From an optimization exercise on the open Yosys and OpenROAD flow, aimed at small area; shortcuts taken in it are not production practice.
Only simulation tests tie the RTL to the original design; equivalence was not proved.
The clock input has no modelled driver; a real chip could not lean on it and would need a root buffer or a full tree.
Power figures rest on the tool's default switching activity, not on a simulated workload.

==> flow/design.v <==
module lcm_reg_bank #(
   parameter int                  NUM_REGS   = 16,
   parameter int                  DATA_W     = 64,
   parameter int                  ADDR_W     = 8,
   parameter logic [NUM_REGS-1:0] PULSE_MASK = 16'h00A4,
   parameter int                  PULSE_LEN  = 1,
   parameter logic [7:0]          LMID       = 8'd31
) (
   input  logic                         clk,
   input  logic                         rst_n,
   input  logic                         wr_valid,
   output logic                         wr_ready,
   input  logic [ADDR_W-1:0]            wr_addr,
   input  logic [DATA_W-1:0]            wr_data,
   input  logic [DATA_W/8-1:0]          wr_be,
   output logic                         wr_err,
   input  logic                         rd_valid,
   input  logic [ADDR_W-1:0]            rd_addr,
   output logic                         rd_data_valid,
   output logic [DATA_W-1:0]            rd_data,
   output logic                         rd_err,
   output logic [NUM_REGS*DATA_W-1:0]   reg_flat,
   output logic [NUM_REGS-1:0]          reg_upd
);
   localparam int BE_W = DATA_W / 8;
   localparam logic [DATA_W-1:0] ID_VAL = DATA_W'({8'(NUM_REGS), LMID});
   logic [DATA_W-1:0]   regs_q [NUM_REGS];
   logic                wr_ready_q, wr_err_q;
   logic [NUM_REGS-1:0] reg_upd_q, wsel;
   logic                rd_data_valid_q, rd_err_q;
   logic [DATA_W-1:0]   rd_data_q, rd_data_d;
   logic                wr_acc, wr_lo, rd_lo;
   logic [NUM_REGS-1:0] rsel;
   logic [DATA_W-1:0]   wr_mask;
   always_comb begin
      wr_acc = wr_valid && wr_ready_q;
      wr_lo  = (wr_addr[ADDR_W-1:4] == '0);
      rd_lo  = (rd_addr[ADDR_W-1:4] == '0);
      for (int b = 0; b < BE_W; b++)
         wr_mask[8*b +: 8] = {8{wr_be[b]}};
      for (int i = 0; i < NUM_REGS; i++) begin
         wsel[i] = (i != 0) && wr_acc && wr_lo && (wr_addr[3:0] == 4'(i));
         rsel[i] = rd_valid && rd_lo && (rd_addr[3:0] == 4'(i));
      end
      rd_data_d = {DATA_W{!rd_valid}} & rd_data_q;
      rd_data_d = rd_data_d | ({DATA_W{rsel[0]}} & ID_VAL);
      for (int i = 1; i < NUM_REGS; i++)
         rd_data_d = rd_data_d | ({DATA_W{rsel[i]}} & regs_q[i]);
   end
   always_ff @(posedge clk or negedge rst_n) begin
      if (!rst_n) begin
         wr_ready_q      <= 1'b0;
         wr_err_q        <= 1'b0;
         reg_upd_q       <= '0;
         rd_data_valid_q <= 1'b0;
         rd_data_q       <= '0;
         rd_err_q        <= 1'b0;
      end else begin
         wr_ready_q      <= 1'b1;
         wr_err_q        <= wr_acc && !(|wsel);
         reg_upd_q       <= wsel;
         rd_data_valid_q <= rd_valid;
         rd_data_q       <= rd_data_d;
         rd_err_q        <= rd_valid && !rd_lo;
      end
   end
   assign regs_q[0] = '0;
   for (genvar g = 1; g < NUM_REGS; g++) begin : g_reg
      logic [DATA_W-1:0] q, d;
      if (PULSE_MASK[g]) begin : g_pulse
         assign d = {DATA_W{wsel[g]}} & ((wr_data & wr_mask) | (q & ~wr_mask));
      end else begin : g_plain
         assign d = ({DATA_W{wsel[g]}} & wr_mask & wr_data) | (~({DATA_W{wsel[g]}} & wr_mask) & q);
      end
      always_ff @(posedge clk or negedge rst_n) begin
         if (!rst_n) q <= '0;
         else        q <= d;
      end
      assign regs_q[g] = q;
   end
   for (genvar g = 0; g < NUM_REGS; g++) begin : g_flat
      assign reg_flat[g*DATA_W +: DATA_W] = regs_q[g];
   end
   assign wr_ready      = wr_ready_q;
   assign wr_err        = wr_err_q;
   assign reg_upd       = reg_upd_q;
   assign rd_data_valid = rd_data_valid_q;
   assign rd_data       = rd_data_q;
   assign rd_err        = rd_err_q;
endmodule
Settings: LEC_CHECK=0, CAP_MARGIN=20, CORE_AREA=5 5 250 250, DIE_AREA=0 0 255 255, SLEW_MARGIN=20; clock period 5.0 ns.
standard.sh (not shown) runs the stock make flow with config.mk's settings and CLKGATE_MAP_FILE= SYNTH_SCRIPT=/design/flow/synth_recipe.tcl, a recipe that flattens the netlist after the stock synthesis.
==> flow/flow/run.sh <==
#!/bin/bash
# Own layout flow:
#  1. the standard synthesis (standard.sh synth), unchanged;
#  2. remap.py replaces its combinational logic by a hand-mapped netlist of the
#     same function; every flip-flop instance is kept as synthesis made it;
#  3. the standard ORFS layout, with buf_1 port buffers, pins one track apart
#     (so that a smaller die holds them) and, in the CTS step, a hand-built
#     clock tree (clktree.tcl, via pre_cts.tcl) instead of TritonCTS, and a
#     rebuilt reset buffer tree (rsttree.tcl); the resizer may not use the
#     largest buffers (dontuse.tcl).
set -euo pipefail
W=$PWD
R=orfs/results/${FLOW_PLATFORM}/lcm_reg_bank/base
bash standard.sh synth > flow_synth.log 2>&1
cp $R/1_2_yosys.v $R/1_2_yosys_std.v
python3 flow/remap.py $R/1_2_yosys_std.v $R/1_2_yosys_remap.v > flow_remap.log 2>&1
cp $R/1_2_yosys_remap.v $R/1_2_yosys.v
rm -f $R/1_synth.odb $R/1_synth.sdc
export CT_LEAF_MAX=18 CT_FAN_MAX=6
export RT_LEAF_MAX=60 RT_LEAF_CELL=sky130_fd_sc_hd__buf_4 RT_FAN_MAX=8 RT_MID_CELL=sky130_fd_sc_hd__buf_4
export CT_LEAF_CELL=sky130_fd_sc_hd__clkbuf_8 CT_MID_CELL=sky130_fd_sc_hd__clkbuf_8 CT_ROOT_CELL=sky130_fd_sc_hd__clkbuf_8
bash standard.sh "BUFFER_PORTS_ARGS=-buffer_cell sky130_fd_sc_hd__buf_1" \
  "PLACE_PINS_ARGS=-min_distance 1 -min_distance_in_tracks" \
  "PRE_CTS_TCL=$W/flow/pre_cts.tcl" \
  "PRE_GLOBAL_PLACE_TCL=$W/flow/dontuse.tcl" "PRE_GLOBAL_ROUTE_TCL=$W/flow/dontuse.tcl" \
  finish > flow_finish.log 2>&1
==> flow/flow/clktree.tcl <==
# Build the clock tree by hand: recursive bisection of the flip-flops into
# clusters, one clock buffer per cluster at its centre, then the same for the
# buffers of each level until one root buffer remains, driven by the clock
# port. Sourced in place of clock_tree_synthesis on a placed design.
proc ct_env {name default} {
  if {[info exists ::env($name)] && $::env($name) ne ""} { return $::env($name) }
  return $default
}
set ct_leaf_max [ct_env CT_LEAF_MAX 24]
set ct_fan_max  [ct_env CT_FAN_MAX 8]
set ct_leaf_cell [ct_env CT_LEAF_CELL sky130_fd_sc_hd__clkbuf_4]
set ct_mid_cell  [ct_env CT_MID_CELL sky130_fd_sc_hd__clkbuf_8]
set ct_root_cell [ct_env CT_ROOT_CELL sky130_fd_sc_hd__clkbuf_16]

proc ct_split {items nmax} {
  set n [llength $items]
  if {$n <= $nmax} { return [list $items] }
  set k [expr {($n + $nmax - 1) / $nmax}]
  set xs {}; set ys {}
  foreach it $items { lappend xs [lindex $it 0]; lappend ys [lindex $it 1] }
  set xs [lsort -integer $xs]; set ys [lsort -integer $ys]
  set dx [expr {[lindex $xs end] - [lindex $xs 0]}]
  set dy [expr {[lindex $ys end] - [lindex $ys 0]}]
  set ix [expr {$dx >= $dy ? 0 : 1}]
  set s [lsort -integer -index $ix $items]
  # k groups in all: k/2 of them on the low side
  set kl [expr {$k / 2}]
  set h [expr {($n * $kl + $k / 2) / $k}]
  return [concat [ct_split [lrange $s 0 [expr {$h - 1}]] $nmax] [ct_split [lrange $s $h end] $nmax]]
}

set block [ord::get_db_block]
set db [ord::get_db]
set clknet [$block findNet clk]
set core [$block getCoreArea]
set site_w 460
set row_h 2720

proc ct_place {inst x y} {
  global core
  set m [$inst getMaster]
  set w [$m getWidth]; set h [$m getHeight]
  set x [expr {max([$core xMin], min([$core xMax] - $w, $x - $w / 2))}]
  set y [expr {max([$core yMin], min([$core yMax] - $h, $y - $h / 2))}]
  $inst setLocation $x $y
  $inst setPlacementStatus PLACED
}

# sinks: every input pin on the clock net
set items {}
foreach it [$clknet getITerms] {
  if {[[$it getMTerm] getIoType] ne "INPUT"} continue
  set bb [[$it getInst] getBBox]
  lappend items [list [expr {([$bb xMin] + [$bb xMax]) / 2}] [expr {([$bb yMin] + [$bb yMax]) / 2}] $it]
}
puts "clktree: [llength $items] sinks"

set level 0
set nmax $ct_leaf_max
set cell $ct_leaf_cell
while {1} {
  set groups [ct_split $items $nmax]
  if {[llength $groups] == 1 && $level > 0 && [llength $items] <= 4} { break }
  set next {}
  set gi 0
  foreach grp $groups {
    set sx 0; set sy 0
    foreach it $grp { set sx [expr {$sx + [lindex $it 0]}]; set sy [expr {$sy + [lindex $it 1]}] }
    set cx [expr {$sx / [llength $grp]}]; set cy [expr {$sy / [llength $grp]}]
    set c $cell
    if {[llength $groups] == 1} { set c $ct_root_cell }
    set inst [odb::dbInst_create $block [$db findMaster $c] "clktree_${level}_$gi"]
    set net [odb::dbNet_create $block "clktree_net_${level}_$gi"]
    $net setSigType CLOCK
    foreach it $grp {
      set iterm [lindex $it 2]
      $iterm disconnect
      $iterm connect $net
    }
    [$inst findITerm X] connect $net
    ct_place $inst $cx $cy
    lappend next [list $cx $cy [$inst findITerm A]]
    incr gi
  }
  puts "clktree: level $level, [llength $groups] buffers of $c"
  set items $next
  incr level
  set nmax $ct_fan_max
  set cell $ct_mid_cell
  if {[llength $groups] == 1} { break }
}
foreach it $items { [lindex $it 2] connect $clknet }

# Optional leaf sizing: with the tree legalised and placement parasitics,
# give each leaf buffer the smallest cell of CT_LEAF_CELLS that keeps its
# flip-flop clock pins under CT_SLEW_MAX (the largest cell if none does).
set ct_slew_max [ct_env CT_SLEW_MAX 0]
if {$ct_slew_max > 0} {
  detailed_placement
  set_propagated_clock [all_clocks]
  estimate_parasitics -placement
  proc ct_pins_slew {pins} {
    set w 0
    foreach p $pins {
      foreach k {slew_max_rise slew_max_fall} {
        set s [get_property $p $k]
        if {$s > $w} { set w $s }
      }
    }
    return $w
  }
  set ct_cells [ct_env CT_LEAF_CELLS "sky130_fd_sc_hd__clkbuf_2 sky130_fd_sc_hd__clkbuf_4 sky130_fd_sc_hd__clkbuf_8 sky130_fd_sc_hd__clkbuf_16"]
  array set ct_count {}
  foreach inst [get_cells clktree_0_*] {
    set pins [get_pins -of_objects [get_nets -of_objects [get_pins -of_objects $inst -filter "direction==output"]] -filter "direction==input"]
    foreach c $ct_cells {
      replace_cell $inst $c
      if {[ct_pins_slew $pins] <= $ct_slew_max} break
    }
    incr ct_count($c)
  }
  puts "clktree: leaf cells [array get ct_count], worst clock pin slew [ct_pins_slew [get_pins */CLK]]"
}
==> flow/flow/dontuse.tcl <==
# Keep the resizer to small buffers: the large ones are added to the
# platform's don't-use list for this step (sourced as a PRE_*_TCL hook).
append ::env(DONT_USE_CELLS) " sky130_fd_sc_hd__buf_8 sky130_fd_sc_hd__buf_12 sky130_fd_sc_hd__buf_16 sky130_fd_sc_hd__bufbuf_8 sky130_fd_sc_hd__bufbuf_16 sky130_fd_sc_hd__clkbuf_16"
==> flow/flow/pre_cts.tcl <==
# Replace clock_tree_synthesis by hand-built trees: first the reset net's
# buffer tree is rebuilt (rsttree.tcl), then the clock tree is built
# (clktree.tcl) instead of TritonCTS's.
set ::ct_dir [file dirname [file normalize [info script]]]
source [file join $::ct_dir dontuse.tcl]
rename clock_tree_synthesis ct_unused_clock_tree_synthesis
proc clock_tree_synthesis {args} {
  uplevel #0 [list source [file join $::ct_dir rsttree.tcl]]
  uplevel #0 [list source [file join $::ct_dir clktree.tcl]]
  set_propagated_clock [all_clocks]
}
Other scripts of this flow, unchanged in this note and not shown: flow/flow/remap.py, flow/flow/rsttree.tcl
Next try:
CORE_AREA = 5 5 243 243   (was 5 5 250 250)
DIE_AREA = 0 0 248 248   (was 0 0 255 255)
The changed run failed in global routing. Synthesized area stays the same. Synthesized cell count stays the same.
Next try:
--- a/flow/flow/run.sh
+++ b/flow/flow/run.sh
@@ -17,5 +17,5 @@
 cp $R/1_2_yosys_remap.v $R/1_2_yosys.v
 rm -f $R/1_synth.odb $R/1_synth.sdc
-export CT_LEAF_MAX=18 CT_FAN_MAX=6
+export CT_LEAF_MAX=18 CT_FAN_MAX=8
 export RT_LEAF_MAX=60 RT_LEAF_CELL=sky130_fd_sc_hd__buf_4 RT_FAN_MAX=8 RT_MID_CELL=sky130_fd_sc_hd__buf_4
 export CT_LEAF_CELL=sky130_fd_sc_hd__clkbuf_8 CT_MID_CELL=sky130_fd_sc_hd__clkbuf_8 CT_ROOT_CELL=sky130_fd_sc_hd__clkbuf_8
CORE_AREA = 5 5 250 250   (was 5 5 243 243)
DIE_AREA = 0 0 255 255   (was 0 0 248 248)
Result: The changed run produced a clean layout; synthesized area does not change; synthesized cell count stays the same.
Next try:
--- a/flow/flow/run.sh
+++ b/flow/flow/run.sh
@@ -7,6 +7,5 @@
 #     (so that a smaller die holds them) and, in the CTS step, a hand-built
 #     clock tree (clktree.tcl, via pre_cts.tcl) instead of TritonCTS, and a
-#     rebuilt reset buffer tree (rsttree.tcl); the resizer may not use the
-#     largest buffers (dontuse.tcl).
+#     rebuilt reset buffer tree (rsttree.tcl).
 set -euo pipefail
 W=$PWD
@@ -17,5 +16,5 @@
 cp $R/1_2_yosys_remap.v $R/1_2_yosys.v
 rm -f $R/1_synth.odb $R/1_synth.sdc
-export CT_LEAF_MAX=18 CT_FAN_MAX=8
+export CT_LEAF_MAX=18 CT_FAN_MAX=4
 export RT_LEAF_MAX=60 RT_LEAF_CELL=sky130_fd_sc_hd__buf_4 RT_FAN_MAX=8 RT_MID_CELL=sky130_fd_sc_hd__buf_4
 export CT_LEAF_CELL=sky130_fd_sc_hd__clkbuf_8 CT_MID_CELL=sky130_fd_sc_hd__clkbuf_8 CT_ROOT_CELL=sky130_fd_sc_hd__clkbuf_8
@@ -23,4 +22,3 @@
   "PLACE_PINS_ARGS=-min_distance 1 -min_distance_in_tracks" \
   "PRE_CTS_TCL=$W/flow/pre_cts.tcl" \
-  "PRE_GLOBAL_PLACE_TCL=$W/flow/dontuse.tcl" "PRE_GLOBAL_ROUTE_TCL=$W/flow/dontuse.tcl" \
   finish > flow_finish.log 2>&1
--- a/flow/flow/pre_cts.tcl
+++ b/flow/flow/pre_cts.tcl
@@ -3,5 +3,4 @@
 # (clktree.tcl) instead of TritonCTS's.
 set ::ct_dir [file dirname [file normalize [info script]]]
-source [file join $::ct_dir dontuse.tcl]
 rename clock_tree_synthesis ct_unused_clock_tree_synthesis
 proc clock_tree_synthesis {args} {
removed: flow/flow/dontuse.tcl
Effect:
- The new run went through all stages and came out clean
- hold slack gains 100 ps
- maximum frequency drops by 5.5%
- total power climbs by 1.9%
- worst setup slack loses 220 ps
- final cell count drops by 0.32%
- synthesized area stays the same
- cell area climbs by 0.52%
- core utilization climbs by 0.41 points
- critical path depth does not change
- routed wire length climbs by 1.2%
In the first, third and fourth runs of this note the design's own scripts or RTL, not TritonCTS, make the clock network.

[separate check: timing with driven ports]
The flow's constraints put no driver on any port. The routed layouts listed below were extracted and timed again, unchanged, in two steps.
Step 1 sets driving cells, clkbuf_16 on the clock port and buf_2 on the other inputs (assumed; they add their load-dependent delay and slew).
Step 2 also shifts input and output timing later by t, the mid clock arrival at the registers, as if the neighbouring blocks saw the same clock.
Slacks: no drivers / after step 1 / after step 2; pairs: no drivers / after step 1.
| run | t, ns | slack for setup (ns) | clock arrival spread, ns | worst data-port slew with drivers (ns) |
|---|---|---|---|---|
| the first run | 0.690 | 1.067 / 1.130 / 0.440 | 0.047 / 0.047 | 0.25 |
| the third run | 0.807 | 1.150 / 1.193 / 0.386 | 0.038 / 0.038 | 0.21 |
| the fourth run | 0.657 | 0.926 / 1.037 / 0.380 | 0.090 / 0.090 | 0.21 |
After both steps setup and hold are still met in every run listed. The setup slack of the third run, which loses most, moves by +0.043 ns with the drivers and by -0.764 ns with both steps.
